Context: an optimization exercise on an open-source flow, tuned for small area. The choices shown serve that exercise and are no tape-out recipe.
In this exercise RTL edits were held to simulation tests only and were not proved equivalent to the original.
Power figures rest on the tool's default switching activity, not on a simulated workload.

===== flow/design.v =====
package tft_pkg;
	typedef struct packed {
		logic [4:0] red;
		logic [5:0] green;
		logic [4:0] blue;
	} rgb565_t;
	typedef struct packed {
		logic [7:0] red;
		logic [7:0] green;
		logic [7:0] blue;
	} rgb888_t;
	typedef struct packed {
		logic pixel_stb;
		logic hblank;
		logic vblank;
	} tft_sync_t;
	typedef struct packed {
		rgb888_t rgb;
		logic    de;
	} tft_pixel_t;
	typedef struct packed {
		logic        req;
		logic [23:0] addr;
	} mem_req_t;
endpackage
`timescale 1ns/1ps
module tft_timing (
	input  logic               clk,
	input  logic               n_reset,
	output tft_pkg::tft_sync_t sync,
	output logic               flush,
	output logic               first,
	output logic               near_stb
);
logic [10:0] cnt;
logic [10:0] nxt;
logic [11:0] cy;      
logic [2:0]  div;
logic [2:0]  line;
assign div  = cnt[2:0];
assign line = cnt[10:8];
always_comb begin
	cy[0] = 1'b1;
	for (int i = 0; i < 11; i++) begin
		nxt[i]    = cnt[i] ^ cy[i];
		cy[i + 1] = cnt[i] & cy[i];
	end
end
always_ff @(posedge clk, negedge n_reset) begin
	if (!n_reset)
		cnt <= '0;
	else
		cnt <= {nxt[10:7], nxt[6:5] | {2{~nxt[7]}}, nxt[4:0]};
end
assign sync     = {div == 3'd0 & (cnt[7] | cnt[6]), ~cnt[7], ~line[2] & ~line[1]};
assign flush    = line == 3'd0;
assign first    = div == 3'd1;
assign near_stb = div == 3'd0 | div[2] & (div[1] | div[0]);
endmodule
`timescale 1ns/1ps
module tft_fetch (
	input  logic                clk,
	input  logic                n_reset,
	input  tft_pkg::tft_sync_t  sync,
	input  logic                flush,
	input  logic                first,
	input  logic                near_stb,
	output tft_pkg::mem_req_t   mem,
	input  logic                rdy,
	input  logic                ifrdy,
	input  tft_pkg::rgb565_t    data,
	output tft_pkg::tft_pixel_t pixel,
	output logic                underrun
);
logic        req;
logic        accept;
logic        keep;
logic        pop;
logic        avail;
logic        shift;
logic [2:0]  beat;    
logic [2:0]  level;   
logic [2:0]  wp;      
logic [2:0]  rp;      
logic        show;    
logic        de;
logic [6:0]  ofs;     
logic [15:0] store [4];
logic [15:0] shown;
assign accept = req & rdy;
assign keep   = ifrdy & ~beat[2] & ~(beat[1] & beat[0]) & ~flush;
assign pop    = sync.pixel_stb & ~sync.hblank & ~sync.vblank;
assign avail  = (wp != rp) | keep;
assign shift  = pop & avail;
logic [2:0] rp_inc;
logic [6:0] ofs_nxt;
logic [7:0] oc;
assign rp_inc = rp + 1'b1;
function automatic logic [2:0] step3(input logic [2:0] v, input logic en);
	step3 = {v[2] ^ (v[1] & v[0] & en), v[1] ^ (v[0] & en), v[0] ^ en};
endfunction
always_comb begin
	ofs_nxt[0] = ofs[0] ^ accept;
	oc[1]      = ofs[0] & accept;
	ofs_nxt[1] = ofs[1] ^ accept ^ oc[1];
	oc[2]      = accept & (ofs[1] | ofs[0]);
	for (int i = 2; i < 7; i++) begin
		ofs_nxt[i] = ofs[i] ^ oc[i];
		oc[i + 1]  = ofs[i] & oc[i];
	end
end
assign req   = ~flush & (ofs[2:0] == rp | ofs[2:0] == rp_inc & (~show | near_stb));
always_ff @(posedge clk, negedge n_reset) begin
	if (!n_reset)
		beat <= '0;
	else
		beat <= step3(beat, ifrdy);
end
always_ff @(posedge clk, negedge n_reset) begin
	if (!n_reset) begin
		de   <= 1'b0;
		show <= 1'b0;
	end else begin
		de <= ~sync.hblank & ~sync.vblank;
		if (sync.pixel_stb)
			show <= shift;
	end
end
always_ff @(posedge clk) begin
	if (flush) begin
		wp  <= '0;
		rp  <= '0;
		ofs <= '0;
	end else begin
		wp <= step3(wp, keep);
		rp <= step3(rp, shift);
		ofs <= ofs_nxt;
	end
end
always_ff @(posedge clk) begin
	if (keep)
		store[wp[1:0]] <= data;
end
always_comb begin
	shown = '0;
	for (int i = 0; i < 4; i++)
		if (show && rp[1:0] == 2'(i + 1))
			shown = shown | store[i];
end
assign mem      = {req, 4'hf, 13'd0, ofs};
assign pixel    = {shown[15:11], 3'b000, shown[10:5], 2'b00, shown[4:0], 3'b000, de};
assign underrun = de & ~show & first;
endmodule
`timescale 1ns/1ps
module tft_top (
	input  logic                clk,
	input  logic                n_reset,
	output tft_pkg::mem_req_t   mem,
	input  logic                rdy,
	input  logic                ifrdy,
	input  tft_pkg::rgb565_t    data,
	output tft_pkg::tft_pixel_t pixel,
	output tft_pkg::tft_sync_t  sync,
	output logic                underrun
);
logic flush;
logic first;
logic near_stb;
tft_timing timing_i (
	.clk      (clk),
	.n_reset  (n_reset),
	.sync     (sync),
	.flush    (flush),
	.first    (first),
	.near_stb (near_stb)
);
tft_fetch fetch_i (
	.clk      (clk),
	.n_reset  (n_reset),
	.sync     (sync),
	.flush    (flush),
	.first    (first),
	.near_stb (near_stb),
	.mem      (mem),
	.rdy      (rdy),
	.ifrdy    (ifrdy),
	.data     (data),
	.pixel    (pixel),
	.underrun (underrun)
);
endmodule

===== flow/flow/run.sh =====
#!/bin/bash
# Standard ORFS layout with three changes: ports are buffered with buf_1,
# constants come from one tie cell per value, and CTS adds no dummy loads.
set -euo pipefail
export BUFFER_PORTS_ARGS="-buffer_cell sky130_fd_sc_hd__buf_1"
export SKIP_REPAIR_TIE_FANOUT=1
export CTS_ARGS="-sink_clustering_enable -repair_clock_nets -dont_use_dummy_load"
bash standard.sh synth > synth.log 2>&1
bash standard.sh "BUFFER_PORTS_ARGS=$BUFFER_PORTS_ARGS" "SKIP_REPAIR_TIE_FANOUT=$SKIP_REPAIR_TIE_FANOUT" "CTS_ARGS=$CTS_ARGS" finish > layout.log 2>&1

===== flow/standard.sh =====
#!/bin/bash
# synth_recipe.tcl (not shown) runs the flow's synth.tcl, then flattens the netlist and writes it again
# the make line also repeats each setting of config.mk as NAME=value (left out here)
make -C /OpenROAD-flow-scripts/flow DESIGN_CONFIG=/design/flow/config.mk WORK_HOME=/design/flow/orfs CLKGATE_MAP_FILE= SYNTH_SCRIPT=/design/flow/synth_recipe.tcl "${@:-finish}"

===== flow/config.mk =====
export PLATFORM = sky130hd
export DESIGN_NAME = tft_top
export DESIGN_NICKNAME = tft_top
export VERILOG_FILES = /design/flow/design.v
export SDC_FILE = /design/flow/constraint.sdc
export NUM_CORES = 4
export LEC_CHECK = 0
export CAP_MARGIN = 0
export CORE_MARGIN = 2
export CORE_UTILIZATION = 40
export SLEW_MARGIN = 0

===== flow/constraint.sdc =====
create_clock -name core_clock -period 10.0 [get_ports {clk}]
set_input_delay 2.0000 -clock core_clock [delete_from_list [all_inputs] [get_ports {clk}]]
set_output_delay 2.0000 -clock core_clock [all_outputs]
set_load 0.01 [all_outputs]

==> results.cfg, run 1 <==
[run_status]
outcome = finished clean

[clock_tree]
postCtsSetupBuffers = 0
cts_resized = 0
insertion_delay_ns = 0.34
clk_pin_slew_ns = 0.07
clk_path_buf_depth = 2
hold_buffers = 0
cts_buffers = 9
cts_tree = done
clock-sinks = 93
htree_levels = 3
root_buffer = clkbuf_8

[synth]
synth.top_cell.area_share_pct = 48.9
synth_top_cell_by_area = edfxtp_1
synth_cell_type_count = 35
synth_top_flop_cell = edfxtp_1
yosys-top-cells-area = edfxtp_1 (49%), dfrtp_1 (10%), ha_1 (7.6%), dfxtp_1 (6.6%), a22oi_1 (6.1%)
synth_seq_area_share_pct = 65.6
synthCells = 277
synth_nets = 321
synth.avg_cell_area_um2 = 14.2
yosys_warnings = 2
syn-cell-area_um2 = 3930
synth-seq-cells = 93
synthArstFlopShare_pct = 17.2
synth_edf_count = 64

[critical_path]
crit_family = adder cells
crit_path_max_incr_delay_ns = 0.77
r2r_setup_slack_ns = 6.80
critical_path_class = flop to output pin
worstPathCellList = ha_1 -> xnor3_1 -> nand4b_1 -> a21oi_2 -> buf_1
end_kind = output pin
arrival_ns = 2.49
timing.rr.start = fetch_i.rp[1]
slowest_stage = ha_1
r2r_cells = 11
r2r_end = fetch_i.ofs[6]
crit_fanout = 18
crit_required_ns = 8.00
critPathBufInv = 1
crit_path_start_kind = flop

[place]
dp_hpwl_um = 4500
placed_cells = 422
place_congestion = 0.747
io_buffers = 48

[power_and_ir_drop]
vdd_drop_max_mv = 0.0948
pwr-share-comb_pct = 3.5
p_seq_share_pct = 66.9
p_sw_share_pct = 19.9
power_density_nw_per_um2 = 151
p_int_uw = 506
leakage_nw = 1.57
switchingPower_uw = 126
clkPwrFrac_pct = 29.6

[drt]
wire_per_inst_um = 16.1
drc_errors = 0
wl_um = 6940
ant_nets = 0
vias = 2127
drt_iter0_markers = 138
dr.pass1.iters = 4
vias_per_cell = 4.94

[global_routing]
grt_max_degree = 22
gr-usage-all-layers_pct = 14.0
grt_pass1_wl_um = 11000
gr-usage-met2_pct = 22.4
grt_pass1_vias = 2207
busiest_layer = met2
grt.overflow.total = 0
antenna_found_initial = 0
use_met1_pct = 17.8
grtUsageMet3_pct = 4.97

[worst_hold_path]
hold_depth = 1
min_to = timing_i.cnt[4]
worstHoldStart = timing_i.cnt[4]
hp-class = flop to flop

[sta]
clock_skew_ns = 0.0272
rsz0062_at_grt = no
period_share_pct = 44.9
setup_tns_ns = 0
relSlewSlack_pct = 41.4
finalSetupViolations = 0
slew_violations = 0
hold_viol_final = 0
fmax_mhz = 223
tightest_slew_ns = 0.878
period_needed_ns = 4.49

[final_layout]
insertedDiodeCount = 0
multiInputGateArea_um2 = 1080
area_growth_pct = 6.36
fillers = 910
register_area_um2 = 2580
stdcell_count = 431
drive_above_1_share_pct = 5.37
layout.nets = 344

[floorplanning]
dieArea_um2 = 10600
ioPinCount = 74
coreArea_um2 = 9640
fp.dieH_um = 103
fp.dieW_um = 103
initial_core_util_pct = 40.8
row_count = 36

[job]
maxCapViolCount = 0
-- final cells by class --
cell class                      count  area share, %
Inverter                            8          0.718
Sequential cell                    93           61.7
Clock buffer                        9           2.96
Multi-Input combinational cell    137           25.8
Timing Repair Buffer               51           4.84
Tap cell                          133           3.98
-- cell usage after synthesis, drive strengths merged (2+ instances only) --
library cell / instances
a21oi: 19
clkbuf: 9
ha: 24
conb: 2
dfxtp: 13
nor3: 3
nor2: 5
xor2: 7
mux2i: 2
buf: 30
inv: 7
edfxtp: 64
nand2b: 3
a22oi: 32
dfrtp: 16
nand2: 6
o21a: 2
and2: 8
nor3b: 2
nand3: 4
xnor2: 8
-- metal layers --
metal  vias up  share of wire, %
met2        54                47
met4         0              0.95
met5         -                 0
met1      1044                46
li1       1023                 -
met3         6               6.2
-- cells in the final DEF, fill, tap and decap left out, drive strengths merged, types with 8 or more instances in the layout --
cell	count
and2	8
a22oi	32
ha	24
a21oi	19
dfxtp	13
clkbuf	9
xnor2	8
dfrtp	16
edfxtp	64
buf	51
-- how the worst max path moves through the flow --
stage / startpoint / end / slack, ns / cells after the start
after CTS: fetch_i.rp[0] / mem[24] / 5.46 / 5
after floorplan: ifrdy / fetch_i.store[2][0] / 5.95 / 3
final: fetch_i.rp[1] / mem[24] / 5.51 / 5
after global routing: fetch_i.rp[1] / mem[24] / 5.30 / 5
after detailed placement: fetch_i.rp[0] / mem[24] / 5.82 / 5
after global placement: fetch_i.rp[1] / mem[24] / 5.92 / 5
-- registers in the layout, summed over array words and instances (netlist names) --
name / count
fetch_i.ofs: 7
fetch_i.show: 1
fetch_i.store: 64
fetch_i.beat: 3
timing_i.cnt: 11
fetch_i.rp: 3
fetch_i.de: 1
fetch_i.wp: 3
-- worst register-to-register path, delay by kind of cell (launching register included) --
kind            cells  cell delay (ns)
xor+xnor            2             0.67
simple gates        2             0.19
fa+ha+maj           5             1.50
flops               1             0.46
compound gates      2             0.24
-- cells by family (layout without fill, tap and decap cells) --
| family | after synthesis | after routing | synth area share [%] |
|---|---|---|---|
| buffers and inverters | 47 | 68 | 7.32 |
| AND/OR/NAND/NOR | 37 | 37 | 5.15 |
| AO/OA/AOI/OAI | 56 | 56 | 9.64 |
| adder cells (fa/ha/maj) | 24 | 24 | 7.63 |
| XOR/XNOR | 16 | 16 | 3.91 |
| flip-flops | 93 | 93 | 65.6 |
| other | 2 | 2 | 0.191 |
| multiplexers | 2 | 2 | 0.509 |
-- power by group through the flow --
stage / Sequential (mW) / Combinational (mW) / Clock (mW)
floorplan: 0.430 / 0.0212 / 0
global placement: 0.431 / 0.0212 / 0
detailed placement: 0.431 / 0.0222 / 0
CTS: 0.422 / 0.0224 / 0.195
global route: 0.424 / 0.0263 / 0.211
finish: 0.422 / 0.0221 / 0.187
-- through the flow --
stage               hold slack, ns  worst slack (ns)  utilization, %  power, mW  area, um^2
global placement             0.453              5.92            42.1      0.452        4060
global route                 0.491              5.30            43.4      0.661        4180
CTS                          0.477              5.46            43.4      0.640        4180
finish                       0.473              5.51            43.4      0.632        4180
floorplan                    0.443              5.95               -      0.451        3930
detailed placement           0.460              5.82            42.1      0.453        4060
==> run 2, diff against run 1 <==
--- a/flow/config.mk
+++ b/flow/config.mk
@@ -6,6 +6,8 @@
 export NUM_CORES = 4
 export LEC_CHECK = 0
-export CAP_MARGIN = 0
+export CAP_MARGIN = 20
 export CORE_MARGIN = 2
 export CORE_UTILIZATION = 40
-export SLEW_MARGIN = 0
+export GPL_ROUTABILITY_DRIVEN = 0
+export GPL_TIMING_DRIVEN = 0
+export SLEW_MARGIN = 20
==> run 2 against run 1 <==
Total power grew 1.7%. Non-clock buffer count grew 42. Global-route usage grew 0.32 points. Critical path depth grew 2. Largest power group unchanged. Fmax grew 1.4%. Via count grew 6.9%.
==> results.cfg, run 2 <==
[synth]
synthTopCellsByCount = edfxtp_1 (64), a22oi_1 (32), buf_4 (27), ha_1 (24), a21oi_1 (18)
synth_nets = 321
synth_seq_area_share_pct = 65.6
synthXorXnorAreaFrac_pct = 3.91
yosys_warnings = 2
synth.avg_cell_area_um2 = 14.2
synthArstFlopShare_pct = 17.2
synth-seq-cells = 93
yosysMostFrequentCell = edfxtp_1
synth_top_cell_by_area = edfxtp_1
yosys.area_share.simple_pct = 5.15
synth_edf_count = 64
syn-cell-area_um2 = 3930
synth_top_flop_cell = edfxtp_1
synthMuxAreaShare_pct = 0.509
synth_top_family_by_area = compound AO/OA/AOI/OAI gates
synth_cell_type_count = 35
yosys-top-cells-area = edfxtp_1 (49%), dfrtp_1 (10%), ha_1 (7.6%), dfxtp_1 (6.6%), a22oi_1 (6.1%)
synth.top_cell.area_share_pct = 48.9
synthCells = 277
synthAdderAreaFrac_pct = 7.63
synth-compound-area-share_pct = 9.64

[final_layout]
layout.nets = 386
largest_reg_flops = 64
drive_above_1_share_pct = 14.4
mostFrequentLayoutCell = edfxtp_1
final_area_um2 = 4480
final_cell_mix = edfxtp_1 (64), buf_1 (48), a22oi_1 (32)
area_growth_pct = 13.9
insertedDiodeCount = 0

[power_and_ir_drop]
p_total_uw = 643
leakage_nw = 1.76
vdd_drop_max_mv = 0.0832
power_density_nw_per_um2 = 143

[clock_tree]
clk_pin_slew_ns = 0.07
insertion_delay_ns = 0.34
cts_buffers = 9
clk_path_buf_depth = 2
postCtsSetupBuffers = 0
htree_levels = 3
cts_tree = done
clock-sinks = 93
cts_resized = 0
hold_buffers = 0
root_buffer = clkbuf_8

[sta]
slew_violations = 0
rsz0062_at_grt = no
period_needed_ns = 4.43
final.setup.worst_slack_ns = 5.57
finalSetupViolations = 0
setup_tns_ns = 0
relSlewSlack_pct = 42.7
hold_ws_ns = 0.472
hold_viol_final = 0
tightest_slew_ns = 0.859
clock_skew_ns = 0.0218
fmax_mhz = 226
period_share_pct = 44.3

[floorplanning]
row_count = 36
dieArea_um2 = 10600
ioPinCount = 74
initial_core_util_pct = 40.8
fp.dieW_um = 103
fp.dieH_um = 103
coreArea_um2 = 9640

[critical_path]
crit_fanout = 10
end_kind = output pin
critical_path_class = flop to output pin
crit_path_start_kind = flop
arrival_ns = 2.43
crit_required_ns = 8.00

[job]
maxCapViolCount = 0

[global_routing]
grt_pass1_wl_um = 11300
antenna_found_initial = 0
grt_max_degree = 22
grt_pass1_vias = 2241
grt.overflow.total = 0
gr-usage-all-layers_pct = 14.3

[drt]
vias_per_cell = 4.81
vias = 2273
drc_errors = 0
wire_per_inst_um = 15.3
drt_iter0_markers = 105
dr.pass1.iters = 4
ant_nets = 0
wl_um = 7220

[place]
dp_hpwl_um = 5050
io_buffers = 48
dpl_cell_area_um2 = 4360
place_ws_ns = 5.92

[worst_hold_path]
hp-class = flop to flop

[run_status]
outcome = finished clean
## run 2: cell counts after synthesis
No cell type changed its count.
## run 2: stage by stage
| stage | utilization, % | instances |
|---|---|---|
| 5_1_grt | 46.5 | 473 |
| 2_1_floorplan | - | 277 |
| 4_1_cts | 46.5 | 473 |
| 3_5_place_dp | 45.2 | 464 |
| 3_3_place_gp | 44.4 | 458 |
| 6_report | 46.5 | 473 |
## run 2: power by group
group | switching [mW] | internal, mW
clock network | 0.110 | 0.0808
registers | 0.00498 | 0.417
logic | 0.0158 | 0.0137
## run 2: layout make-up
class / instances / area [um^2]
fill: 903 / 5160
sequential: 93 / 2580
multi-input combinational: 137 / 1080
buffer: 39 / 258
timing repair buffer: 54 / 240
tap: 133 / 166
clock buffer: 9 / 124
inverter: 8 / 30.0
## run 2: cells by family (layout without fill, tap and decap cells)
| kind of cell | Yosys count | after routing |
|---|---|---|
| flops | 93 | 93 |
| compound gates | 56 | 56 |
| buf+inv | 47 | 110 |
| simple gates | 37 | 37 |
| fa+ha+maj | 24 | 24 |
| xor+xnor | 16 | 16 |
| other cells | 2 | 2 |
| mux | 2 | 2 |
## run 2: worst paths after layout
path	from	endpoint	slack (ns)	cells past startpoint
max in group asynchronous	n_reset	fetch_i.show	7.76	1
worst max register to register	fetch_i.rp[0]	fetch_i.ofs[6]	7.33	12
worst min register to register	timing_i.cnt[4]	timing_i.cnt[4]	0.47	1
worst max-delay path	fetch_i.rp[0]	pixel[23]	5.57	7
min in group asynchronous	n_reset	fetch_i.beat[2]	1.73	1
worst min-delay path	timing_i.cnt[4]	timing_i.cnt[4]	0.47	1
## run 2: per-layer routing
layer	global-route usage (%)	up-vias	part of all wire, %
met1	18.7	1097	45
li1	-	1107	-
met2	23.1	63	48
met3	5.44	6	6.6
met4	2.73	0	0.78
met5	0	-	0
## run 2: critical path, cell delays in order (launching register included)
cell and delay (ns):
dfxtp_1 0.39, inv_1 0.11, ha_1 0.15, clkbuf_1 0.35
clkbuf_1 0.55, a22oi_1 0.15, a21oi_1 0.23, buf_1 0.18
==> run 3, diff against run 2 <==
--- a/flow/config.mk
+++ b/flow/config.mk
@@ -9,5 +9,4 @@
 export CORE_MARGIN = 2
 export CORE_UTILIZATION = 40
-export GPL_ROUTABILITY_DRIVEN = 0
 export GPL_TIMING_DRIVEN = 0
 export SLEW_MARGIN = 20
==> run 3 against run 2 <==
Sequential power about the same. Non-clock buffer count did not move. Final area stayed put. Clock power barely moved. Register-to-register slack is essentially flat. Core utilization unchanged. Worst setup slack did not move. Sequential cell count did not move. Die area is the same. Global-route usage unchanged. Total power stayed put. Synthesized cell count unchanged. Critical path type unchanged. Largest cell class unchanged. Largest power group unchanged.
==> results.cfg, run 3 <==
[global_routing]
antenna_found_initial = 0
gr-usage-all-layers_pct = 14.3
grt_max_degree = 22
grt_pass1_wl_um = 11300
grt.overflow.total = 0
grt_pass1_vias = 2241

[sta]
setup_tns_ns = 0
period_share_pct = 44.3
hold_viol_final = 0
tightest_slew_ns = 0.859
fmax_mhz = 226
hold_ws_ns = 0.472
rsz0062_at_grt = no
clock_skew_ns = 0.0218
relSlewSlack_pct = 42.7
period_needed_ns = 4.43
slew_violations = 0
finalSetupViolations = 0

[power_and_ir_drop]
p_total_uw = 643
switchingPower_uw = 131
clkPwrFrac_pct = 29.7
p_seq_share_pct = 65.8
p_int_uw = 512
p_sw_share_pct = 20.3
vdd_drop_max_mv = 0.0832
leakage_nw = 1.76
power_density_nw_per_um2 = 143
pwr-share-comb_pct = 4.6

[critical_path]
r2r_cells = 12
critical_path_class = flop to output pin
crit_fanout = 10
arrival_ns = 2.43
crit_path_max_incr_delay_ns = 0.55
worstPathCellList = inv_1 -> ha_1 -> clkbuf_1 -> clkbuf_1 -> a22oi_1 -> a21oi_1 -> buf_1
cp_common_cell = clkbuf_1
slowest_stage = clkbuf_1
crit_required_ns = 8.00
crit_path_start_kind = flop
crit_family = buffers and inverters
critPathBufInv = 4
end_kind = output pin
path_depth = 7

[floorplanning]
row_count = 36
ioPinCount = 74
fp.dieW_um = 103
initial_core_util_pct = 40.8
fp.dieH_um = 103
coreArea_um2 = 9640
dieArea_um2 = 10600

[drt]
drc_errors = 0
vias_per_cell = 4.81
vias = 2273
wl_um = 7220
drt_iter0_markers = 105
wire_per_inst_um = 15.3
ant_nets = 0
dr.pass1.iters = 4

[synth]
synth_nets = 321
synthArstFlopShare_pct = 17.2
synth_edf_count = 64
synthTopCellsByCount = edfxtp_1 (64), a22oi_1 (32), buf_4 (27), ha_1 (24), a21oi_1 (18)
synth_top_flop_cell = edfxtp_1
yosys-top-cells-area = edfxtp_1 (49%), dfrtp_1 (10%), ha_1 (7.6%), dfxtp_1 (6.6%), a22oi_1 (6.1%)
synth.avg_cell_area_um2 = 14.2
synth_seq_area_share_pct = 65.6
synth_cell_type_count = 35
yosys_warnings = 2
synth_top_cell_by_area = edfxtp_1
synth-seq-cells = 93
yosysMostFrequentCell = edfxtp_1
synthCells = 277
syn-cell-area_um2 = 3930
synth.top_cell.area_share_pct = 48.9

[clock_tree]
cts_buffers = 9
hold_buffers = 0
insertion_delay_ns = 0.34
htree_levels = 3
cts_resized = 0
clk_path_buf_depth = 2
cts_tree = done
clk_pin_slew_ns = 0.07
postCtsSetupBuffers = 0
root_buffer = clkbuf_8
clock-sinks = 93

[final_layout]
insertedDiodeCount = 0
drive_above_1_share_pct = 14.4
mostFrequentLayoutCell = edfxtp_1
final_cell_mix = edfxtp_1 (64), buf_1 (48), a22oi_1 (32)
area_growth_pct = 13.9
largest_reg_flops = 64
fin_util_pct = 46.5
layout.nets = 386

[worst_hold_path]
hp-class = flop to flop
hold_depth = 1

[place]
dp_hpwl_um = 5050
io_buffers = 48
place_congestion = 0.698

[run_status]
outcome = finished clean

[job]
maxCapViolCount = 0
-- run 3: cell counts in the layout (fill, tap and decap cells not counted) --
No cell type changed its count.
-- run 3: worst reg2reg max path: cells and delay by family (launching register included) --
family / cells / cell delay (ns)
fa+ha+maj: 5 / 0.93
xor+xnor: 2 / 0.54
flops: 1 / 0.48
compound gates: 2 / 0.24
simple gates: 2 / 0.19
buf+inv: 1 / 0.15
-- run 3: stage by stage --
step,std cells,cell area (um^2),setup slack [ns]
4_1_cts,473,4480,5.55
6_report,473,4480,5.57
2_1_floorplan,277,3930,5.95
3_5_place_dp,464,4360,5.92
5_1_grt,473,4480,5.37
3_3_place_gp,458,4280,4.85
-- run 3: cell type report --
type                            count  area, um^2
Buffer                             39         258
Clock buffer                        9         124
Fill cell                         903        5160
Inverter                            8        30.0
Multi-Input combinational cell    137        1080
Sequential cell                    93        2580
Tap cell                          133         166
Timing Repair Buffer               54         240
-- run 3: logic make-up (layout without fill, tap and decap cells) --
group	Yosys count	in the layout	share of synthesized area, %
DFF	93	93	65.6
AOI/OAI and AO/OA	56	56	9.64
buffers and inverters	47	110	7.32
and+or+nand+nor	37	37	5.15
adders and majority gates	24	24	7.63
xor gates and xnor gates	16	16	3.91
other	2	2	0.191
muxes	2	2	0.509
-- run 3: power groups by stage --
stage	clock network [mW]	registers (mW)	logic, mW
6_report	0.191	0.422	0.0294
5_1_grt	0.211	0.424	0.0332
4_1_cts	0.197	0.422	0.0293
3_5_place_dp	0	0.431	0.0291
3_3_place_gp	0	0.431	0.0281
2_1_floorplan	0	0.430	0.0212
-- run 3: worst paths after layout --
check,from,to,slack (ns)
max in group asynchronous,n_reset,fetch_i.show,7.76
min reg2reg,timing_i.cnt[4],timing_i.cnt[4],0.47
max,fetch_i.rp[0],pixel[23],5.57
max reg2reg,fetch_i.rp[0],fetch_i.ofs[6],7.33
min,timing_i.cnt[4],timing_i.cnt[4],0.47
min in group asynchronous,n_reset,fetch_i.beat[2],1.73
-- run 3: metal layers --
layer  track usage, %  up-vias  part of all wire, %
li1                 -     1107                    -
met1             18.7     1097                   45
met2             23.1       63                   48
met3             5.44        6                  6.6
met4             2.73        0                 0.78
met5                0        -                    0
==> run 4, diff against run 3 <==
--- a/flow/config.mk
+++ b/flow/config.mk
@@ -9,4 +9,3 @@
 export CORE_MARGIN = 2
 export CORE_UTILIZATION = 40
-export GPL_TIMING_DRIVEN = 0
 export SLEW_MARGIN = 20
==> run 4 against run 3 <==
Still clean. Clock skew up 0.0054 ns. Worst hold slack better by 0.0016 ns. Sequential power about the same. Register-to-register slack worse by 0.53 ns. Via count down 6.4%. Critical path type unchanged. Largest cell class unchanged.
==> results.cfg, run 4 <==
[run_status]
outcome = finished clean

[synth]
synthTopCellsByCount = edfxtp_1 (64), a22oi_1 (32), buf_4 (27), ha_1 (24), a21oi_1 (18)
synth_cell_type_count = 35
synth.avg_cell_area_um2 = 14.2
synthArstFlopShare_pct = 17.2
synth_edf_count = 64
yosys-top-cells-area = edfxtp_1 (49%), dfrtp_1 (10%), ha_1 (7.6%), dfxtp_1 (6.6%), a22oi_1 (6.1%)
syn-cell-area_um2 = 3930
synth_nets = 321
synth-compound-area-share_pct = 9.64
synthMuxAreaShare_pct = 0.509
synth.top_cell.area_share_pct = 48.9
yosysMostFrequentCell = edfxtp_1
synth_top_flop_cell = edfxtp_1
synth_seq_area_share_pct = 65.6
yosys.area_share.simple_pct = 5.15
synthXorXnorAreaFrac_pct = 3.91
synthAdderAreaFrac_pct = 7.63
synthCells = 277
synth-seq-cells = 93
yosys_warnings = 2
synth_top_cell_by_area = edfxtp_1
synth_top_family_by_area = compound AO/OA/AOI/OAI gates

[clock_tree]
htree_levels = 3
clk_pin_slew_ns = 0.07
cts_buffers = 9
clk_path_buf_depth = 2
cts_tree = done
clock-sinks = 93
root_buffer = clkbuf_8
insertion_delay_ns = 0.34
postCtsSetupBuffers = 0
hold_buffers = 0
cts_resized = 0

[final_layout]
largest_reg_flops = 64
layout.nets = 344
drive_above_1_share_pct = 5.37
mostFrequentLayoutCell = edfxtp_1
fillers = 910
insertedDiodeCount = 0
area_growth_pct = 6.36
final_cell_mix = edfxtp_1 (64), buf_1 (48), a22oi_1 (32)

[sta]
final.setup.worst_slack_ns = 5.51
rsz0062_at_grt = no
relSlewSlack_pct = 41.4
period_share_pct = 44.9
hold_ws_ns = 0.473
slew_violations = 0
hold_viol_final = 0
fmax_mhz = 223
clock_skew_ns = 0.0272
period_needed_ns = 4.49
finalSetupViolations = 0
tightest_slew_ns = 0.878
setup_tns_ns = 0

[drt]
ant_nets = 0
vias_per_cell = 4.94
vias = 2127
wl_um = 6940
drt_iter0_markers = 138
wire_per_inst_um = 16.1
dr.pass1.iters = 4
drc_errors = 0

[floorplanning]
ioPinCount = 74
dieArea_um2 = 10600
initial_core_util_pct = 40.8
fp.dieW_um = 103
row_count = 36
fp.dieH_um = 103
coreArea_um2 = 9640

[place]
place_congestion = 0.747
io_buffers = 48
place_ws_ns = 5.82
dp_hpwl_um = 4500

[power_and_ir_drop]
leakage_nw = 1.57
power_density_nw_per_um2 = 151
vdd_drop_max_mv = 0.0948

[critical_path]
crit_path_start_kind = flop
r2r_setup_slack_ns = 6.80
critical_path_class = flop to output pin
crit_required_ns = 8.00
arrival_ns = 2.49
crit_fanout = 18
end_kind = output pin

[global_routing]
gr-usage-all-layers_pct = 14.0
grt_max_degree = 22
grt.overflow.total = 0
grt_pass1_wl_um = 11000
grt_pass1_vias = 2207
antenna_found_initial = 0

[worst_hold_path]
hp-class = flop to flop

[job]
maxCapViolCount = 0
-- run 4: cell families after synthesis --
| kind of cell | after synthesis |
|---|---|
| other | 2 |
| multiplexers | 2 |
| XOR/XNOR | 16 |
| flip-flops | 93 |
| AND/OR/NAND/NOR | 37 |
| adder cells (fa/ha/maj) | 24 |
| buffers and inverters | 47 |
| AO/OA/AOI/OAI | 56 |
-- run 4: worst paths after layout --
path | startpoint | end | cells past startpoint
max in group asynchronous | n_reset | timing_i.cnt[0] | 1
min in group asynchronous | n_reset | fetch_i.show | 1
hold / removal | timing_i.cnt[4] | timing_i.cnt[4] | 1
setup reg to reg | fetch_i.rp[1] | fetch_i.ofs[6] | 11
setup / recovery | fetch_i.rp[1] | mem[24] | 5
hold reg to reg | timing_i.cnt[4] | timing_i.cnt[4] | 1
-- run 4: power by group --
part           total, mW  internal [mW]  leakage (nW)  switching, mW
clock network      0.187         0.0807        0.0647          0.106
registers          0.422          0.418         0.882        0.00493
logic             0.0221        0.00732         0.623         0.0148
-- run 4: critical path: stages (launching register included) --
cell and delay (ns):
dfxtp_1 0.46, ha_1 0.77, xnor3_1 0.53, nand4b_1 0.14, a21oi_2 0.09, buf_1 0.16
-- run 4: metrics by stage --
stage / utilization, % / power (mW) / std cells / cell area, um^2
floorplan: - / 0.451 / 277 / 3930
global placement: 42.1 / 0.452 / 422 / 4060
detailed placement: 42.1 / 0.453 / 422 / 4060
CTS: 43.4 / 0.640 / 431 / 4180
global route: 43.4 / 0.661 / 431 / 4180
finish: 43.4 / 0.632 / 431 / 4180
-- run 4: area by class of cell --
cell class / instances / area (um^2) / area share [%]
Clock buffer: 9 / 124 / 2.96
Tap cell: 133 / 166 / 3.98
Multi-Input combinational cell: 137 / 1080 / 25.8
Sequential cell: 93 / 2580 / 61.7
Inverter: 8 / 30.0 / 0.718
Timing Repair Buffer: 51 / 203 / 4.84
-- run 4: metal layers --
metal,share of wire (%),global-route usage (%),vias to the layer above
met5,0,0,-
met4,0.95,4.76,0
met3,6.2,4.97,6
met2,47,22.4,54
met1,46,17.8,1044
li1,-,-,1023
==> run 5, diff against run 4 <==
--- a/flow/flow/run.sh
+++ b/flow/flow/run.sh
@@ -5,5 +5,5 @@
 export BUFFER_PORTS_ARGS="-buffer_cell sky130_fd_sc_hd__buf_1"
 export SKIP_REPAIR_TIE_FANOUT=1
-export CTS_ARGS="-sink_clustering_enable -repair_clock_nets -dont_use_dummy_load"
+export CTS_ARGS="-sink_clustering_enable -repair_clock_nets -dont_use_dummy_load -root_buf sky130_fd_sc_hd__clkbuf_8 -buf_list sky130_fd_sc_hd__clkbuf_4 -sink_clustering_size 8 -sink_clustering_max_diameter 30"
 bash standard.sh synth > synth.log 2>&1
 bash standard.sh "BUFFER_PORTS_ARGS=$BUFFER_PORTS_ARGS" "SKIP_REPAIR_TIE_FANOUT=$SKIP_REPAIR_TIE_FANOUT" "CTS_ARGS=$CTS_ARGS" finish > layout.log 2>&1
--- a/flow/config.mk
+++ b/flow/config.mk
@@ -8,4 +8,4 @@
 export CAP_MARGIN = 20
 export CORE_MARGIN = 2
-export CORE_UTILIZATION = 40
+export CORE_UTILIZATION = 70
 export SLEW_MARGIN = 20
==> run 5 against run 4 <==
Still clean on timing, DRC and antenna. Combinational power is essentially flat. Sequential cell count is the same. Register-to-register slack gained 0.07 ns. Sequential power is essentially flat. Critical path depth is the same. Critical path type unchanged.
==> results.cfg, run 5 <==
[critical_path]
crit_fanout = 18
crit_required_ns = 8.00
critPathBufInv = 1
critical_path_class = flop to output pin
arrival_ns = 2.43
crit_family = adder cells
slowest_stage = ha_1
crit_path_max_incr_delay_ns = 0.70
crit_path_start_kind = flop
end_kind = output pin
worstPathCellList = ha_1 -> xnor3_1 -> nand4b_1 -> a21oi_2 -> buf_1

[drt]
ant_nets = 0
drt_iter0_markers = 139
vias_per_cell = 5.78
vias = 2140
drc_errors = 0
wl_um = 6210
wire_per_inst_um = 16.8
dr.pass1.iters = 4

[synth]
yosys-top-cells-area = edfxtp_1 (49%), dfrtp_1 (10%), ha_1 (7.6%), dfxtp_1 (6.6%), a22oi_1 (6.1%)
synth_cell_type_count = 35
synthTopCellsByCount = edfxtp_1 (64), a22oi_1 (32), buf_4 (27), ha_1 (24), a21oi_1 (18)
synth.avg_cell_area_um2 = 14.2
synth_top_flop_cell = edfxtp_1
synthCells = 277
synth_nets = 321
synthArstFlopShare_pct = 17.2
yosys_warnings = 2
synth_edf_count = 64
yosysMostFrequentCell = edfxtp_1
synth_seq_area_share_pct = 65.6
synth-seq-cells = 93
synth_top_cell_by_area = edfxtp_1
synth.top_cell.area_share_pct = 48.9
syn-cell-area_um2 = 3930

[clock_tree]
insertion_delay_ns = 0.34
hold_buffers = 0
root_buffer = clkbuf_8
cts_tree = done
clk_pin_slew_ns = 0.08
htree_levels = 3
postCtsSetupBuffers = 0
clk_path_buf_depth = 2
cts_resized = 0
cts_buffers = 9
clock-sinks = 93

[sta]
slew_violations = 0
hold_ws_ns = 0.473
clock_skew_ns = 0.0174
tightest_slew_ns = 0.854
period_needed_ns = 4.43
relSlewSlack_pct = 43.1
rsz0062_at_grt = no
hold_viol_final = 0
final.setup.worst_slack_ns = 5.57
setup_tns_ns = 0
finalSetupViolations = 0
fmax_mhz = 226
period_share_pct = 44.3

[final_layout]
drive_above_1_share_pct = 5.37
final_area_um2 = 4110
mostFrequentLayoutCell = edfxtp_1
stdcell_count = 370
largest_reg_flops = 64
fin_util_pct = 75.1
fillers = 367
layout.nets = 344
final_cell_mix = edfxtp_1 (64), buf_1 (48), a22oi_1 (32)
insertedDiodeCount = 0
area_growth_pct = 4.42

[global_routing]
grt.overflow.total = 0
grt_max_degree = 22
grt_pass1_wl_um = 9890
antenna_found_initial = 0
gr-usage-all-layers_pct = 21.5
grt_pass1_vias = 2064

[job]
maxCapViolCount = 0

[floorplanning]
initial_core_util_pct = 71.9
fp.dieW_um = 79.0
ioPinCount = 74
row_count = 27
coreArea_um2 = 5470
dieArea_um2 = 6240
fp.dieH_um = 79.0

[power_and_ir_drop]
p_total_uw = 629
power_density_nw_per_um2 = 153
leakage_nw = 1.57
vdd_drop_max_mv = 0.0998

[run_status]
outcome = finished clean

[worst_hold_path]
hp-class = flop to flop

[place]
place_ws_ns = 5.90
place_congestion = 0.691
placed_cells = 361
dp_hpwl_um = 3990
dpl_cell_area_um2 = 3980
io_buffers = 48
==> run 5: cell counts after synthesis <==
Identical to the previous run, type by type.
==> run 5: routing by layer <==
metal	wire length, um	global-route usage (%)	vias up
met5	0	0	-
li1	-	-	1024
met3	317	3.86	6
met1	2610	27.9	1037
met4	74	8.79	0
met2	3210	36.3	73
==> run 5: layout make-up <==
cell class / count / area, um^2 / share of cell area [%]
tap: 72 / 90.1 / 2.19
inverter: 8 / 30.0 / 0.731
timing repair buffer: 51 / 203 / 4.93
clock buffer: 9 / 124 / 3.02
sequential: 93 / 2580 / 62.9
multi-input combinational: 137 / 1080 / 26.3
==> run 5: power breakdown <==
group	internal, mW	switching (mW)	total, mW
Sequential	0.418	0.00525	0.423
Combinational	0.00740	0.0148	0.0222
Clock	0.0807	0.103	0.184
Total	0.506	0.123	0.629
==> run 5: path summary, 6_finish.rpt <==
check,from,to,slack (ns),cells after the start
max in group asynchronous,n_reset,fetch_i.beat[2],7.72,1
min in group asynchronous,n_reset,timing_i.cnt[0],1.75,1
worst max-delay path,fetch_i.rp[0],mem[24],5.57,5
worst max register to register,fetch_i.rp[0],fetch_i.ofs[6],6.87,11
worst min register to register,timing_i.cnt[3],timing_i.cnt[3],0.47,1
worst min-delay path,timing_i.cnt[3],timing_i.cnt[3],0.47,1
==> run 5: cells by family after synthesis <==
family,synth area share (%)
simple gates,5.15
flops,65.6
compound gates,9.64
other cells,0.191
buf+inv,7.32
xor+xnor,3.91
fa+ha+maj,7.63
mux,0.509
==> run 6, diff against run 5 <==
--- a/flow/design.v
+++ b/flow/design.v
@@ -79,36 +79,33 @@
 logic        avail;
 logic        shift;
-logic [2:0]  beat;    
-logic [2:0]  level;   
-logic [2:0]  wp;      
-logic [2:0]  rp;      
-logic        show;    
+logic        pending;  
+logic [2:0]  beat;     
+logic [6:0]  kept;     
+logic [2:0]  rp;       
+logic [2:0]  rp_inc;
+logic [6:0]  kept_inc;
+logic [7:0]  kc;
+logic        show;     
 logic        de;
-logic [6:0]  ofs;     
 logic [15:0] store [4];
 logic [15:0] shown;
-assign accept = req & rdy;
-assign keep   = ifrdy & ~beat[2] & ~(beat[1] & beat[0]) & ~flush;
-assign pop    = sync.pixel_stb & ~sync.hblank & ~sync.vblank;
-assign avail  = (wp != rp) | keep;
-assign shift  = pop & avail;
-logic [2:0] rp_inc;
-logic [6:0] ofs_nxt;
-logic [7:0] oc;
-assign rp_inc = rp + 1'b1;
 function automatic logic [2:0] step3(input logic [2:0] v, input logic en);
 	step3 = {v[2] ^ (v[1] & v[0] & en), v[1] ^ (v[0] & en), v[0] ^ en};
 endfunction
 always_comb begin
-	ofs_nxt[0] = ofs[0] ^ accept;
-	oc[1]      = ofs[0] & accept;
-	ofs_nxt[1] = ofs[1] ^ accept ^ oc[1];
-	oc[2]      = accept & (ofs[1] | ofs[0]);
-	for (int i = 2; i < 7; i++) begin
-		ofs_nxt[i] = ofs[i] ^ oc[i];
-		oc[i + 1]  = ofs[i] & oc[i];
+	kc[0] = keep;
+	for (int i = 0; i < 7; i++) begin
+		kept_inc[i] = kept[i] ^ kc[i];
+		kc[i + 1]   = kept[i] & kc[i];
 	end
 end
-assign req   = ~flush & (ofs[2:0] == rp | ofs[2:0] == rp_inc & (~show | near_stb));
+assign rp_inc = rp + 1'b1;
+assign accept = req & rdy;
+assign keep   = ifrdy & ~beat[2] & ~(beat[1] & beat[0]) & ~flush;
+assign pop    = sync.pixel_stb & ~sync.hblank & ~sync.vblank;
+assign avail  = (kept[2:0] != rp) | keep;
+assign shift  = pop & avail;
+assign req = ~flush & ~pending &
+	(kept[2:0] == rp | kept[2:0] == rp_inc & (~show | near_stb));
 always_ff @(posedge clk, negedge n_reset) begin
 	if (!n_reset)
@@ -129,16 +126,19 @@
 always_ff @(posedge clk) begin
 	if (flush) begin
-		wp  <= '0;
-		rp  <= '0;
-		ofs <= '0;
+		pending <= 1'b0;
+		kept    <= '0;
+		rp      <= '0;
 	end else begin
-		wp <= step3(wp, keep);
-		rp <= step3(rp, shift);
-		ofs <= ofs_nxt;
+		if (accept)
+			pending <= 1'b1;
+		else if (keep & beat[1])
+			pending <= 1'b0;
+		kept <= kept_inc;
+		rp   <= step3(rp, shift);
 	end
 end
 always_ff @(posedge clk) begin
 	if (keep)
-		store[wp[1:0]] <= data;
+		store[kept[1:0]] <= data;
 end
 always_comb begin
@@ -148,5 +148,5 @@
 			shown = shown | store[i];
 end
-assign mem      = {req, 4'hf, 13'd0, ofs};
+assign mem      = {req, 4'hf, 13'd0, kept};
 assign pixel    = {shown[15:11], 3'b000, shown[10:5], 2'b00, shown[4:0], 3'b000, de};
 assign underrun = de & ~show & first;
==> flow/flow/run.sh (replaced) <==
#!/bin/bash
# Standard ORFS layout with three changes: ports are buffered with buf_1,
# constants come from one tie cell per value, and CTS adds no dummy loads.
set -euo pipefail
export BUFFER_PORTS_ARGS="-buffer_cell sky130_fd_sc_hd__buf_1"
export SKIP_REPAIR_TIE_FANOUT=1
export CTS_ARGS="-repair_clock_nets -dont_use_dummy_load"
bash standard.sh synth > synth.log 2>&1
bash standard.sh "BUFFER_PORTS_ARGS=$BUFFER_PORTS_ARGS" "SKIP_REPAIR_TIE_FANOUT=$SKIP_REPAIR_TIE_FANOUT" "CTS_ARGS=$CTS_ARGS" finish > layout.log 2>&1
--- a/flow/config.mk
+++ b/flow/config.mk
@@ -8,4 +8,4 @@
 export CAP_MARGIN = 20
 export CORE_MARGIN = 2
-export CORE_UTILIZATION = 70
+export CORE_UTILIZATION = 40
 export SLEW_MARGIN = 20
==> run 6 against run 5 <==
Count of clock-buffer cells in the layout did not move. Synthesized cell count down 5.4%. Global-route usage is 8.0 points lower. Register-to-register slack gained 0.40 ns. Core utilization fell by 31 points. Sequential share of layout area is 0.53 points higher. Sequential power down 2%. Total power decreased by 1.1%. Final area down 2.4%. Wire length increased by 5.2%.
==> results.cfg, run 6 <==
[run_status]
outcome = finished clean

[drt]
dr.pass1.iters = 4
wire_per_inst_um = 16.5
drc_errors = 0
wl_um = 6530
vias_per_cell = 5.09
drt_iter0_markers = 108
ant_nets = 0
vias = 2015

[worst_hold_path]
worstHoldStart = timing_i.cnt[3]
min_to = timing_i.cnt[3]
hp-class = flop to flop
hold_depth = 1

[final_layout]
drive_above_1_share_pct = 5.61
final_cell_mix = edfxtp_1 (64), buf_1 (48), a22oi_1 (32)
mostFrequentLayoutCell = edfxtp_1
stdcell_count = 396
insertedDiodeCount = 0
largest_reg_flops = 64
fillers = 838
area_growth_pct = 5.92
register_area_um2 = 2540
multiInputGateArea_um2 = 968
layout.nets = 331

[global_routing]
grt_pass1_vias = 1996
grt_max_degree = 22
grt_pass1_wl_um = 10300
gr-usage-all-layers_pct = 13.5
antenna_found_initial = 0
grt.overflow.total = 0

[critical_path]
r2r_cells = 11
crit_path_start_kind = flop
startpoint = fetch_i.rp[1]
r2r_end = fetch_i.kept[6]
r2r_setup_slack_ns = 7.27
arrival_ns = 2.14
crit_required_ns = 8.00
crit_fanout = 18
timing.rr.start = timing_i.cnt[9]
critical_path_class = flop to output pin
end_kind = output pin

[clock_tree]
clock-sinks = 91
cts_buffers = 9
clk_path_buf_depth = 2
root_buffer = clkbuf_8
insertion_delay_ns = 0.34
cts_resized = 0
cts_tree = done
htree_levels = 3
clk_pin_slew_ns = 0.07
postCtsSetupBuffers = 0
hold_buffers = 0

[floorplanning]
coreArea_um2 = 9200
dieArea_um2 = 10300
ioPinCount = 74
row_count = 35
fp.dieH_um = 101
initial_core_util_pct = 41.2
fp.dieW_um = 101

[synth]
synth_seq_area_share_pct = 67.2
yosysMostFrequentCell = edfxtp_1
synth_nets = 306
yosys-top-cells-area = edfxtp_1 (51%), dfrtp_1 (11%), ha_1 (7.9%), a22oi_1 (6.3%), dfxtp_1 (5.8%)
synthArstFlopShare_pct = 17.6
yosys_warnings = 2
synth_edf_count = 64
synth.avg_cell_area_um2 = 14.5
synthTopCellsByCount = edfxtp_1 (64), a22oi_1 (32), buf_4 (27), ha_1 (24), a21oi_1 (18)
synth_cell_type_count = 33
synth-seq-cells = 91
syn-cell-area_um2 = 3790
synth_top_flop_cell = edfxtp_1
synth.top_cell.area_share_pct = 50.8
synthCells = 262
synth_top_cell_by_area = edfxtp_1

[sta]
hold_viol_final = 0
period_needed_ns = 4.14
setup_tns_ns = 0
clock_skew_ns = 0.0227
tightest_slew_ns = 0.875
rsz0062_at_grt = no
relSlewSlack_pct = 41.7
finalSetupViolations = 0
period_share_pct = 41.4
fmax_mhz = 241
slew_violations = 0

[power_and_ir_drop]
leakage_nw = 1.51
power_density_nw_per_um2 = 155
vdd_drop_max_mv = 0.0620
p_total_uw = 622

[place]
dp_hpwl_um = 4050
io_buffers = 48
placed_cells = 387
place_congestion = 0.685

[job]
maxCapViolCount = 0
[run 6: changes by cell type after synthesis, sizes merged, moves of 2 or more]
cell / change
nor3b: -2
buf: +2
clkbuf: -4
nand3: -3
xnor2: -4
dfxtp: -2
[run 6: kinds of logic (layout without fill, tap and decap cells)]
logic type                 count (synthesis)  in the layout  synth area share, %
DFF                                       91             91                 67.2
AOI/OAI and AO/OA                         57             57                 10.2
buffers and inverters                     46             69                 7.40
and+or+nand+nor                           31             31                 4.49
adders and majority gates                 24             24                 7.93
xor gates and xnor gates                  10             10                 2.31
other                                      2              2                0.198
muxes                                      1              1                0.264
[run 6: power breakdown]
group          internal (mW)  switching (mW)
sequential             0.410         0.00648
combinational        0.00840          0.0138
clock                 0.0807           0.103
total                  0.499           0.124
[run 6: layer usage]
| layer | vias to the layer above | global-route usage (%) | wire length [um] |
|---|---|---|---|
| li1 | 978 | - | - |
| met3 | 5 | 2.83 | 269 |
| met1 | 982 | 18.3 | 3030 |
| met2 | 50 | 21.3 | 3170 |
| met5 | - | 0 | 0 |
| met4 | 0 | 5.61 | 68 |
[run 6: through the flow]
step | area [um^2] | utilization [%] | worst slack (ns) | hold slack (ns)
floorplan | 3790 | - | 6.32 | 0.435
global placement | 3890 | 42.3 | 6.18 | 0.453
detailed placement | 3890 | 42.3 | 6.13 | 0.461
CTS | 4010 | 43.6 | 5.83 | 0.470
global route | 4010 | 43.6 | 5.69 | 0.487
finish | 4010 | 43.6 | 5.86 | 0.472
[run 6: worst max-delay path, cell delays in order (launching register included)]
cell and delay, ns:
dfxtp_1 0.43, ha_1 0.73, a22oi_1 0.20, a21oi_1 0.26
buf_1 0.19
[run 6: worst max-delay path by stage]
stage	end	slack (ns)
floorplan	fetch_i.store[0][0]	6.32
detailed placement	fetch_i.kept[6]	6.13
CTS	pixel[6]	5.83
global placement	fetch_i.kept[6]	6.18
finish	pixel[6]	5.86
global route	mem[24]	5.69
[run 6: cell type report]
cell class	instances	area share [%]
clock buffers	9	3.09
inverters	9	0.842
multi-input cells	125	24.1
flip-flops and latches	91	63.4
well taps	111	3.46
repair buffers	51	5.05
==> run 7, diff against run 6 <==
--- a/flow/flow/run.sh
+++ b/flow/flow/run.sh
@@ -5,5 +5,5 @@
 export BUFFER_PORTS_ARGS="-buffer_cell sky130_fd_sc_hd__buf_1"
 export SKIP_REPAIR_TIE_FANOUT=1
-export CTS_ARGS="-repair_clock_nets -dont_use_dummy_load"
+export CTS_ARGS="-sink_clustering_enable -repair_clock_nets -dont_use_dummy_load -sink_clustering_levels 1 -sink_clustering_size 30 -sink_clustering_max_diameter 100"
 bash standard.sh synth > synth.log 2>&1
 bash standard.sh "BUFFER_PORTS_ARGS=$BUFFER_PORTS_ARGS" "SKIP_REPAIR_TIE_FANOUT=$SKIP_REPAIR_TIE_FANOUT" "CTS_ARGS=$CTS_ARGS" finish > layout.log 2>&1
==> run 7 against run 6 <==
Global-route usage did not move. Die area did not move. Still clean on timing, DRC and antenna. Worst hold slack did not move. Sequential share of layout area unchanged. Final area did not move. Largest cell class unchanged. Critical endpoint unchanged. Sequential power about the same. Cell count unchanged. Area after synthesis unchanged. Clock power about the same. Non-clock buffer count is the same.
==> results.cfg, run 7 <==
[run_status]
outcome = finished clean

[sta]
period_share_pct = 41.4
fmax_mhz = 241
period_needed_ns = 4.14
clock_skew_ns = 0.0227
slew_violations = 0
setup_tns_ns = 0
rsz0062_at_grt = no
hold_viol_final = 0
finalSetupViolations = 0
tightest_slew_ns = 0.875
relSlewSlack_pct = 41.7
final.setup.worst_slack_ns = 5.86

[synth]
synthTopCellsByCount = edfxtp_1 (64), a22oi_1 (32), buf_4 (27), ha_1 (24), a21oi_1 (18)
synth.top_cell.area_share_pct = 50.8
synth_cell_type_count = 33
synth-seq-cells = 91
synth.avg_cell_area_um2 = 14.5
yosysMostFrequentCell = edfxtp_1
synth_top_cell_by_area = edfxtp_1
synthCells = 262
syn-cell-area_um2 = 3790
synthArstFlopShare_pct = 17.6
synth_nets = 306
synth_edf_count = 64
synth_seq_area_share_pct = 67.2
yosys-top-cells-area = edfxtp_1 (51%), dfrtp_1 (11%), ha_1 (7.9%), a22oi_1 (6.3%), dfxtp_1 (5.8%)
yosys_warnings = 2
synth_top_flop_cell = edfxtp_1

[place]
io_buffers = 48
place_ws_ns = 6.13
dp_hpwl_um = 4050
place_congestion = 0.685
dpl_cell_area_um2 = 3890

[drt]
wire_per_inst_um = 16.5
vias = 2015
vias_per_cell = 5.09
dr.pass1.iters = 4
ant_nets = 0
drt_iter0_markers = 108
drc_errors = 0
wl_um = 6530

[clock_tree]
root_buffer = clkbuf_8
cts_buffers = 9
clock-sinks = 91
clk_pin_slew_ns = 0.07
insertion_delay_ns = 0.34
cts_tree = done
htree_levels = 3
postCtsSetupBuffers = 0
cts_resized = 0
hold_buffers = 0
clk_path_buf_depth = 2

[global_routing]
gr-usage-all-layers_pct = 13.5
grt.overflow.total = 0
grt_pass1_wl_um = 10300
grt_pass1_vias = 1996
antenna_found_initial = 0
grt_max_degree = 22

[critical_path]
crit_path_max_incr_delay_ns = 0.73
r2r_setup_slack_ns = 7.27
r2r_end = fetch_i.kept[6]
end_kind = output pin
worstPathCellList = ha_1 -> a22oi_1 -> a21oi_1 -> buf_1
r2r_cells = 11
crit_fanout = 18
crit_required_ns = 8.00
arrival_ns = 2.14
slowest_stage = ha_1
crit_path_start_kind = flop
timing.rr.start = timing_i.cnt[9]
critical_path_class = flop to output pin

[floorplanning]
ioPinCount = 74
coreArea_um2 = 9200
fp.dieW_um = 101
dieArea_um2 = 10300
initial_core_util_pct = 41.2
fp.dieH_um = 101
row_count = 35

[final_layout]
area_growth_pct = 5.92
final_area_um2 = 4010
insertedDiodeCount = 0
drive_above_1_share_pct = 5.61
final_cell_mix = edfxtp_1 (64), buf_1 (48), a22oi_1 (32)
layout.nets = 331
largest_reg_flops = 64
mostFrequentLayoutCell = edfxtp_1

[job]
maxCapViolCount = 0

[worst_hold_path]
min_to = timing_i.cnt[3]
hp-class = flop to flop
hold_depth = 1
worstHoldStart = timing_i.cnt[3]

[power_and_ir_drop]
vdd_drop_max_mv = 0.0620
leakage_nw = 1.51
power_density_nw_per_um2 = 155
run 7: cell counts in the layout (fill, tap and decap cells not counted):
No cell type changed its count.
run 7: per-stage QoR:
step,power [mW],hold slack [ns],util [%],cells
after global routing,0.647,0.487,43.6,396
final,0.622,0.472,43.6,396
after CTS,0.629,0.470,43.6,396
after detailed placement,0.446,0.461,42.3,387
after global placement,0.445,0.453,42.3,387
after floorplan,0.445,0.435,-,262
run 7: logic make-up after synthesis:
| logic type | count (synthesis) | share of synthesized area, % |
|---|---|---|
| buffers and inverters | 46 | 7.40 |
| adders and majority gates | 24 | 7.93 |
| DFF | 91 | 67.2 |
| xor gates and xnor gates | 10 | 2.31 |
| muxes | 1 | 0.264 |
| and+or+nand+nor | 31 | 4.49 |
| AOI/OAI and AO/OA | 57 | 10.2 |
| other | 2 | 0.198 |
run 7: worst max-delay path by stage:
stage          slack (ns)             endpoint           from  cells after the start
6_report             5.86             pixel[6]  fetch_i.rp[1]                      4
5_1_grt              5.69              mem[24]  fetch_i.rp[1]                      5
4_1_cts              5.83             pixel[6]  fetch_i.rp[1]                      4
3_5_place_dp         6.13      fetch_i.kept[6]          ifrdy                     11
3_3_place_gp         6.18      fetch_i.kept[6]          ifrdy                     11
2_1_floorplan        6.32  fetch_i.store[0][0]          ifrdy                      2
run 7: metal layers:
layer	GRT usage, %	part of all wire (%)
met5	0	0
met3	2.83	4.1
met4	5.61	1.0
met2	21.3	48
met1	18.3	46
run 7: area by class of cell:
| type | count | area, um^2 |
|---|---|---|
| clock buffers | 9 | 124 |
| fillers | 838 | 5190 |
| inverters | 9 | 33.8 |
| multi-input cells | 125 | 968 |
| flip-flops and latches | 91 | 2540 |
| well taps | 111 | 139 |
| repair buffers | 51 | 203 |
run 7: critical path, delay by kind of cell, from the launching register on:
| kind | cells | cell delay (ns) |
|---|---|---|
| flops | 1 | 0.43 |
| fa+ha+maj | 1 | 0.73 |
| buf+inv | 1 | 0.19 |
| compound gates | 2 | 0.46 |
run 7: report_power, final:
part / switching, mW / total [mW] / internal, mW / leakage (nW)
clock: 0.103 / 0.184 / 0.0807 / 0.0647
sequential: 0.00648 / 0.416 / 0.410 / 0.866
combinational: 0.0138 / 0.0222 / 0.00840 / 0.575
total: 0.124 / 0.622 / 0.499 / 1.51
==> run 8, diff against run 7 <==
==> flow/flow/run.sh (replaced) <==
#!/bin/bash
# Standard ORFS layout with three changes: ports are buffered with buf_1,
# constants come from one tie cell per value, and CTS adds no dummy loads.
set -euo pipefail
export BUFFER_PORTS_ARGS="-buffer_cell sky130_fd_sc_hd__buf_1"
export SKIP_REPAIR_TIE_FANOUT=1
export CTS_ARGS="-sink_clustering_enable -repair_clock_nets -dont_use_dummy_load"
bash standard.sh synth > synth.log 2>&1
bash standard.sh "BUFFER_PORTS_ARGS=$BUFFER_PORTS_ARGS" "SKIP_REPAIR_TIE_FANOUT=$SKIP_REPAIR_TIE_FANOUT" "CTS_ARGS=$CTS_ARGS" finish > layout.log 2>&1
==> run 8 against run 7 <==
Global-route usage unchanged. Worst setup slack unchanged. Critical endpoint unchanged. Sequential share of layout area unchanged. Still clean. Highest routed layer unchanged. Critical path type unchanged.
==> results.cfg, run 8 <==
[sta]
period_share_pct = 41.4
finalSetupViolations = 0
hold_viol_final = 0
fmax_mhz = 241
period_needed_ns = 4.14
tightest_slew_ns = 0.875
setup_tns_ns = 0
clock_skew_ns = 0.0227
relSlewSlack_pct = 41.7
rsz0062_at_grt = no
slew_violations = 0

[final_layout]
insertedDiodeCount = 0
final_area_um2 = 4010
fillers = 838
drive_above_1_share_pct = 5.61
layout.nets = 331
register_area_um2 = 2540
multiInputGateArea_um2 = 968
area_growth_pct = 5.92
final_cell_mix = edfxtp_1 (64), buf_1 (48), a22oi_1 (32)
largest_reg_flops = 64
mostFrequentLayoutCell = edfxtp_1

[floorplanning]
ioPinCount = 74
coreArea_um2 = 9200
initial_core_util_pct = 41.2
dieArea_um2 = 10300
fp.dieW_um = 101
fp.dieH_um = 101
row_count = 35

[clock_tree]
clock-sinks = 91
clk_path_buf_depth = 2
cts_tree = done
clk_pin_slew_ns = 0.07
hold_buffers = 0
insertion_delay_ns = 0.34
htree_levels = 3
postCtsSetupBuffers = 0
cts_buffers = 9
cts_resized = 0
root_buffer = clkbuf_8

[synth]
synth.avg_cell_area_um2 = 14.5
synthCells = 262
yosys-top-cells-area = edfxtp_1 (51%), dfrtp_1 (11%), ha_1 (7.9%), a22oi_1 (6.3%), dfxtp_1 (5.8%)
yosysMostFrequentCell = edfxtp_1
synth.top_cell.area_share_pct = 50.8
synth-seq-cells = 91
synth_seq_area_share_pct = 67.2
synth_cell_type_count = 33
synth_top_cell_by_area = edfxtp_1
synthTopCellsByCount = edfxtp_1 (64), a22oi_1 (32), buf_4 (27), ha_1 (24), a21oi_1 (18)
synthArstFlopShare_pct = 17.6
yosys_warnings = 2
synth_edf_count = 64
syn-cell-area_um2 = 3790
synth_top_flop_cell = edfxtp_1
synth_nets = 306

[drt]
vias = 2015
drc_errors = 0
vias_per_cell = 5.09
dr.pass1.iters = 4
drt_iter0_markers = 108
wl_um = 6530
ant_nets = 0
wire_per_inst_um = 16.5

[power_and_ir_drop]
vdd_drop_max_mv = 0.0620
switchingPower_uw = 124
clkPwrFrac_pct = 29.6
p_seq_share_pct = 66.8
leakage_nw = 1.51
p_int_uw = 499
p_sw_share_pct = 19.9
pwr-share-comb_pct = 3.6
power_density_nw_per_um2 = 155

[global_routing]
grt_pass1_wl_um = 10300
gr-usage-all-layers_pct = 13.5
antenna_found_initial = 0
grt_pass1_vias = 1996
grt_max_degree = 22
grt.overflow.total = 0

[critical_path]
crit_required_ns = 8.00
end_kind = output pin
critical_path_class = flop to output pin
crit_path_start_kind = flop
arrival_ns = 2.14
crit_fanout = 18

[place]
place_congestion = 0.685
io_buffers = 48
dp_hpwl_um = 4050
dpl_cell_area_um2 = 3890

[run_status]
outcome = finished clean

[worst_hold_path]
hp-class = flop to flop

[job]
maxCapViolCount = 0
## run 8: cell counts after synthesis
No cell type changed its count.
## run 8: worst paths after layout
| path | start | to | slack [ns] | cells past startpoint |
|---|---|---|---|---|
| max in group asynchronous | n_reset | timing_i.cnt[0] | 7.70 | 1 |
| min in group asynchronous | n_reset | fetch_i.beat[0] | 1.76 | 1 |
| worst min register to register | timing_i.cnt[3] | timing_i.cnt[3] | 0.47 | 1 |
| worst max register to register | timing_i.cnt[9] | fetch_i.kept[6] | 7.27 | 11 |
| worst max-delay path | fetch_i.rp[1] | pixel[6] | 5.86 | 4 |
| worst min-delay path | timing_i.cnt[3] | timing_i.cnt[3] | 0.47 | 1 |
## run 8: kinds of logic (layout without fill, tap and decap cells)
group                    count (synthesis)  count (layout)  synth area share [%]
AO/OA/AOI/OAI                           57              57                  10.2
buffers and inverters                   46              69                  7.40
XOR/XNOR                                10              10                  2.31
AND/OR/NAND/NOR                         31              31                  4.49
multiplexers                             1               1                 0.264
flip-flops                              91              91                  67.2
other                                    2               2                 0.198
adder cells (fa/ha/maj)                 24              24                  7.93
## run 8: final cells by class
cell class | instances | area share (%)
repair buffers | 51 | 5.05
clock buffers | 9 | 3.09
multi-input cells | 125 | 24.1
well taps | 111 | 3.46
flip-flops and latches | 91 | 63.4
inverters | 9 | 0.842
## run 8: stage by stage
stage / utilization, % / instances / setup WS, ns / hold slack (ns) / power [mW]
detailed placement: 42.3 / 387 / 6.13 / 0.461 / 0.446
CTS: 43.6 / 396 / 5.83 / 0.470 / 0.629
global placement: 42.3 / 387 / 6.18 / 0.453 / 0.445
global route: 43.6 / 396 / 5.69 / 0.487 / 0.647
floorplan: - / 262 / 6.32 / 0.435 / 0.445
finish: 43.6 / 396 / 5.86 / 0.472 / 0.622
## run 8: worst max-delay path, cell delays in order, from the launching register on
cell	delay, ns
dfxtp_1	0.43
ha_1	0.73
a22oi_1	0.20
a21oi_1	0.26
buf_1	0.19
## run 8: metal layers
layer	GRT usage, %	wire length [um]	vias up
li1	-	-	978
met1	18.3	3030	982
met2	21.3	3170	50
met3	2.83	269	5
met4	5.61	68	0
met5	0	0	-
## run 8: power groups by stage
stage / registers, mW / logic (mW) / clock network, mW
3_3_place_gp: 0.424 / 0.0209 / 0
4_1_cts: 0.416 / 0.0221 / 0.190
2_1_floorplan: 0.423 / 0.0215 / 0
6_report: 0.416 / 0.0222 / 0.184
3_5_place_dp: 0.424 / 0.0220 / 0
5_1_grt: 0.418 / 0.0256 / 0.204
==> run 9, diff against run 8 <==
--- a/flow/flow/run.sh
+++ b/flow/flow/run.sh
@@ -7,3 +7,3 @@
 export CTS_ARGS="-sink_clustering_enable -repair_clock_nets -dont_use_dummy_load"
 bash standard.sh synth > synth.log 2>&1
-bash standard.sh "BUFFER_PORTS_ARGS=$BUFFER_PORTS_ARGS" "SKIP_REPAIR_TIE_FANOUT=$SKIP_REPAIR_TIE_FANOUT" "CTS_ARGS=$CTS_ARGS" finish > layout.log 2>&1
+bash standard.sh "BUFFER_PORTS_ARGS=$BUFFER_PORTS_ARGS" "SKIP_REPAIR_TIE_FANOUT=$SKIP_REPAIR_TIE_FANOUT" "CTS_ARGS=$CTS_ARGS" GPL_KEEP_OVERFLOW=0 finish > layout.log 2>&1
==> run 9 against run 8 <==
Wire length is 1.3% higher. Largest cell class unchanged. Critical path depth is 1 higher. Critical endpoint is now mem[24]. Critical path type unchanged. Global-route usage up 0.20 points.
==> results.cfg, run 9 <==
[run_status]
outcome = finished clean

[power_and_ir_drop]
vdd_drop_max_mv = 0.0571
leakage_nw = 1.51
power_density_nw_per_um2 = 155

[critical_path]
arrival_ns = 2.13
crit_path_start_kind = flop
crit_family = adder cells
crit_fanout = 18
critical_path_class = flop to output pin
slowest_stage = ha_1
worstPathCellList = ha_1 -> xnor2_1 -> a31oi_1 -> nor3_1 -> buf_1
crit_path_max_incr_delay_ns = 0.71
critPathBufInv = 1
end_kind = output pin

[sta]
clock_skew_ns = 0.0217
hold_viol_final = 0
rsz0062_at_grt = no
slew_violations = 0
tightest_slew_ns = 0.858
period_needed_ns = 4.13
final.setup.worst_slack_ns = 5.87
relSlewSlack_pct = 42.8
fmax_mhz = 242

[drt]
dr.pass1.iters = 4
vias_per_cell = 5.05
wl_um = 6620
drt_iter0_markers = 103
wire_per_inst_um = 16.7
drc_errors = 0
vias = 2006
ant_nets = 0

[synth]
synth_top_cell_by_area = edfxtp_1
synth_cell_type_count = 33
synth_seq_area_share_pct = 67.2
synth.avg_cell_area_um2 = 14.5
yosys_warnings = 2
syn-cell-area_um2 = 3790
synthTopCellsByCount = edfxtp_1 (64), a22oi_1 (32), buf_4 (27), ha_1 (24), a21oi_1 (18)
synth_nets = 306
yosys-top-cells-area = edfxtp_1 (51%), dfrtp_1 (11%), ha_1 (7.9%), a22oi_1 (6.3%), dfxtp_1 (5.8%)

[global_routing]
antenna_found_initial = 0
grt_pass1_wl_um = 10300
grt_max_degree = 22
grt.overflow.total = 0
gr-usage-all-layers_pct = 13.7

[clock_tree]
cts_resized = 0
postCtsSetupBuffers = 0
root_buffer = clkbuf_8
hold_buffers = 0
clock-sinks = 91
cts_tree = done
insertion_delay_ns = 0.36
clk_pin_slew_ns = 0.07
cts_buffers = 9
htree_levels = 3

[floorplanning]
fp.dieH_um = 101
row_count = 35
dieArea_um2 = 10300
ioPinCount = 74
fp.dieW_um = 101

[final_layout]
largest_reg_flops = 64
layout.nets = 332
stdcell_count = 397
fillers = 853
drive_above_1_share_pct = 6.64
final_cell_mix = edfxtp_1 (64), buf_1 (48), a22oi_1 (32)
mostFrequentLayoutCell = edfxtp_1

[place]
dp_hpwl_um = 4360
place_ws_ns = 6.13
io_buffers = 48

[worst_hold_path]
hp-class = flop to flop
run 9: cell types whose count changed in the layout (fill, tap and decap cells not counted), sizes merged:
cell  delta
buf      +1
run 9: final timing paths:
check	endpoint	startpoint	cells after the start	slack (ns)
worst max register to register	fetch_i.kept[6]	timing_i.cnt[9]	11	7.25
min in group asynchronous	timing_i.cnt[9]	n_reset	1	1.74
worst min-delay path	fetch_i.pending	fetch_i.pending	1	0.46
worst min register to register	fetch_i.pending	fetch_i.pending	1	0.46
max in group asynchronous	timing_i.cnt[0]	n_reset	1	7.72
worst max-delay path	mem[24]	fetch_i.rp[0]	5	5.87
run 9: layout make-up:
| type | instances | area, um^2 | share of cell area, % |
|---|---|---|---|
| multi-input combinational | 125 | 973 | 24.1 |
| timing repair buffer | 52 | 233 | 5.75 |
| tap | 111 | 139 | 3.43 |
| inverter | 9 | 33.8 | 0.835 |
| clock buffer | 9 | 124 | 3.06 |
| sequential | 91 | 2540 | 62.9 |
run 9: metal layers:
layer / vias to the layer above / wire length (um) / global-route usage, %
li1: 985 / - / -
met4: 0 / 69 / 5.30
met3: 4 / 243 / 4.07
met2: 43 / 3320 / 22.8
met5: - / 0 / 0
met1: 974 / 2990 / 16.9
run 9: power by group:
part | switching [mW] | total, mW | leakage (nW) | internal, mW
clock network | 0.107 | 0.187 | 0.0647 | 0.0806
registers | 0.00684 | 0.416 | 0.866 | 0.410
logic | 0.0133 | 0.0216 | 0.584 | 0.00826
run 9: per-stage QoR:
| stage | hold slack, ns | total power, mW | cell area, um^2 | util (%) |
|---|---|---|---|---|
| 2_1_floorplan | 0.435 | 0.445 | 3790 | - |
| 4_1_cts | 0.465 | 0.632 | 4050 | 44.0 |
| 3_5_place_dp | 0.455 | 0.446 | 3920 | 42.6 |
| 5_1_grt | 0.485 | 0.648 | 4050 | 44.0 |
| 6_report | 0.463 | 0.625 | 4050 | 44.0 |
| 3_3_place_gp | 0.453 | 0.445 | 3860 | 42.0 |
run 9: kinds of logic after synthesis:
logic type               after synthesis  synth area share [%]
multiplexers                           1                 0.264
XOR/XNOR                              10                  2.31
flip-flops                            91                  67.2
AO/OA/AOI/OAI                         57                  10.2
adder cells (fa/ha/maj)               24                  7.93
AND/OR/NAND/NOR                       31                  4.49
other                                  2                 0.198
buffers and inverters                 46                  7.40
run 9: worst reg2reg max path: cells and delay by family (launching register included):
family | cells | cell delay (ns)
XOR/XNOR | 1 | 0.14
adder cells (fa/ha/maj) | 6 | 1.09
buffers and inverters | 1 | 0.11
flip-flops | 1 | 0.42
AND/OR/NAND/NOR | 3 | 0.86
